Source: an optimization exercise on an open RTL-to-GDS flow (aim: small area). Production flows keep margins and buffers that such runs may drop.
The clock port is modelled as an ideal driver; clocking choices that lean on that would not hold on a real chip.

== old ==
## booth_mul
module booth_mul (
  input  logic                     Clk,
  input  logic                     Reset,
  input  logic                     start,
  input  logic [1:0]               op,
  input  logic [mul_pkg::XLEN-1:0] a,
  input  logic [mul_pkg::XLEN-1:0] b,
  input  logic [mul_pkg::RD_W-1:0] rd,
  output logic                     done,
  output logic [mul_pkg::RD_W-1:0] rd_out,
  output logic [mul_pkg::XLEN-1:0] result
);
  localparam int XLEN   = mul_pkg::XLEN;
  localparam int RD_W   = mul_pkg::RD_W;
  localparam int DIGITS = mul_pkg::DIGITS;
  logic [4:0] v;
  always_ff @(posedge Clk or posedge Reset) begin
    if (Reset) begin
      v <= '0;
    end else begin
      v <= {v[3:0], start};
    end
  end
  logic [DIGITS-1:0] one_in;
  logic [DIGITS-1:0] two_in;
  logic [DIGITS-1:0] neg_in;
  booth_encoder u_enc (.b (b), .one (one_in), .two (two_in), .neg (neg_in));
  logic              hi0;    
  logic              sa0_n;  
  logic              u0;     
  logic [RD_W-1:0]   rd0;
  logic [XLEN-1:0]   a0_n;
  logic [DIGITS-1:0] one0_n;
  logic [DIGITS-1:0] two0_n;
  logic [DIGITS-1:0] neg0_n;
  always_ff @(posedge Clk) begin
    hi0    <= op[0];
    sa0_n  <= ~(~op[1] & a[XLEN-1]);
    u0     <= op[1] & b[XLEN-1];
    rd0    <= rd;
    a0_n   <= ~a;
    one0_n <= ~one_in;
    two0_n <= ~two_in;
    neg0_n <= ~neg_in;
  end
  logic [DIGITS*mul_pkg::PP_W-1:0] pp;
  logic [XLEN-1:0]                 corr;
  logic [mul_pkg::PROD_W-1:0]      cs_sum;
  logic [mul_pkg::PROD_W-1:0]      cs_carry;
  logic [XLEN-1:0]                 x0;
  logic [XLEN-1:0]                 y0;
  logic [7:0]                      gg0;
  logic [7:0]                      gp0;
  pp_generator u_pp (
    .a (~a0_n), .sa (~sa0_n), .u (u0),
    .one (~one0_n), .two (~two0_n), .neg (~neg0_n),
    .pp (pp), .corr (corr)
  );
  reduction_tree u_tree (
    .pp (pp), .neg (~neg0_n), .corr (corr), .sum (cs_sum), .carry (cs_carry)
  );
  half_select u_sel (
    .hi (hi0), .sum (cs_sum), .carry (cs_carry), .x (x0), .y (y0),
    .grp_g (gg0), .grp_p (gp0)
  );
  logic            hi1;
  logic [RD_W-1:0] rd1;
  logic [XLEN-1:0] x1;
  logic [XLEN-1:0] y1;
  logic [7:0]      gg1;
  logic [7:0]      gp1;
  always_ff @(posedge Clk) begin
    hi1 <= hi0;
    rd1 <= rd0;
    x1  <= x0;
    y1  <= y0;
    gg1 <= gg0;
    gp1 <= gp0;
  ...
For scale: roughly 3100 cells after synthesis.
==> flow/config.mk <==
export PLATFORM = sky130hd
export DESIGN_NAME = booth_mul
export DESIGN_NICKNAME = booth_mul
export VERILOG_FILES = /design/flow/design.v
export SDC_FILE = /design/flow/constraint.sdc
export NUM_CORES = 4
export LEC_CHECK = 0
export ABC_AREA = 1
export CAP_MARGIN = 20
export CORE_MARGIN = 2
export CORE_UTILIZATION = 40
export SLEW_MARGIN = 20
==> flow/constraint.sdc <==
create_clock -name core_clock -period 4.5 [get_ports {Clk}]
set_input_delay 0.9000 -clock core_clock [delete_from_list [all_inputs] [get_ports {Clk}]]
set_output_delay 0.9000 -clock core_clock [all_outputs]
set_load 0.01 [all_outputs]
standard.sh (not shown) runs the stock make flow with config.mk's settings and CLKGATE_MAP_FILE= SYNTH_SCRIPT=/design/flow/synth_recipe.tcl, a recipe that flattens the netlist after the stock synthesis.
==> flow/flow/run.sh <==
#!/bin/bash
# Own layout flow: the standard flow (standard.sh) with four changes.
#  1. After the standard synthesis, polfix.py removes inverters between full
#     adders by reading some adders as working on complemented values (a full
#     adder is self-dual); the logic function and the registers are unchanged.
#  2. Ports are buffered with buf_1 instead of the default buffer cell.
#  3. Clock tree synthesis uses clusters of up to 25 registers within 100 um
#     and no dummy loads.
#  4. After clock tree synthesis, skew.tcl delays the clock of the stage-1
#     registers (x1, y1, gg1, gp1: between the multiplier tree and the final
#     adder) by a chain of two clock buffers per leaf net (at most
#     12 registers per chain). Both their input and output
#     paths are register-to-register paths inside the design.
# Each tool's output goes to a log file of its own in this folder.
set -euo pipefail
W=$(pwd)
F=$W/flow
R=$W/orfs/results/${FLOW_PLATFORM}/booth_mul/base
LIB=$FLOW_HOME/platforms/$FLOW_PLATFORM/lib/sky130_fd_sc_hd__tt_025C_1v80.lib
export BUFFER_PORTS_ARGS="-buffer_cell sky130_fd_sc_hd__buf_1"
export GPL_KEEP_OVERFLOW=0
export CTS_ARGS="-sink_clustering_enable -repair_clock_nets -sink_clustering_size 25 -sink_clustering_max_diameter 100 -dont_use_dummy_load"

bash standard.sh synth > $W/log_1_synth.log 2>&1
cp $R/1_2_yosys.v $W/standard_synth.v
python3 $F/polfix.py $W/standard_synth.v $R/1_2_yosys.v > $W/log_2_polfix.log 2>&1
rm -f $R/1_synth.odb $R/1_synth.sdc
bash standard.sh cts > $W/log_3_floorplan_place_cts.log 2>&1
cp $R/4_cts.odb $W/cts_before_skew.odb
SKEW_MAX=12 SKEW_DB=$W/cts_before_skew.odb SKEW_LIB=$LIB SKEW_BUF="sky130_fd_sc_hd__clkbuf_2 sky130_fd_sc_hd__clkbuf_8" \
  SKEW_REGEXP='^(x1|y1|gg1|gp1)[^A-Za-z0-9_]' SKEW_OUT=$R/4_cts.odb \
  openroad -no_init -exit $F/skew.tcl > $W/log_4_skew.log 2>&1
bash standard.sh finish > $W/log_5_route_finish.log 2>&1
Other scripts of this flow, unchanged in this note and not shown: flow/flow/polfix.py, flow/flow/skew.tcl
--- input diff old..new ---
-- flow/flow/run.sh --
<<< old, line 19
LIB=$FLOW_HOME/platforms/$FLOW_PLATFORM/lib/sky130_fd_sc_hd__tt_025C_1v80.lib
export BUFFER_PORTS_ARGS="-buffer_cell sky130_fd_sc_hd__buf_1"
export GPL_KEEP_OVERFLOW=0
export CTS_ARGS="-sink_clustering_enable -repair_clock_nets -sink_clustering_size 25 -sink_clustering_max_diameter 100 -dont_use_dummy_load"

>>> new, line 19
LIB=$FLOW_HOME/platforms/$FLOW_PLATFORM/lib/sky130_fd_sc_hd__tt_025C_1v80.lib
export BUFFER_PORTS_ARGS="-buffer_cell sky130_fd_sc_hd__buf_1"
export CTS_ARGS="-sink_clustering_enable -repair_clock_nets -sink_clustering_size 25 -sink_clustering_max_diameter 100 -dont_use_dummy_load"

Results
| share of the final layout cell area in sequential cells | new vs old | 0.52 points lower |
Relative to old, average via count per standard cell has decreased by 3.1% in new.
Cell area after synthesis came out exactly the same in new and old.
Function was not checked in any run of this note: the RTL went through the layout flow alone.

afterwards: timing with drivers on the ports:
The flow's constraints put no driver on any port. The routed layouts listed below were extracted and timed again, unchanged, in two steps.
Step 1 sets driving cells, clkbuf_16 on the clock port and buf_2 on the other inputs (assumed; they add their load-dependent delay and slew).
Step 2, shift: input delay + t, output delay - t, t = (earliest + latest rising clock arrival at the registers) / 2. This alone moves slack from input paths to output paths.
Three values: ideal ports, drivers, drivers and shift; two values: the first two.
run	t (ns)	setup slack, ns	clock arrival spread, ns	pins driven straight from the clock port
old	0.749	0.109 / 0.109 / 0.109	0.290 / 0.290	1
new	0.717	0.190 / 0.190 / 0.190	0.317 / 0.317	1
In new the clock reaches the registers at very different times; t lies between them, and the last value is a rough guide only.
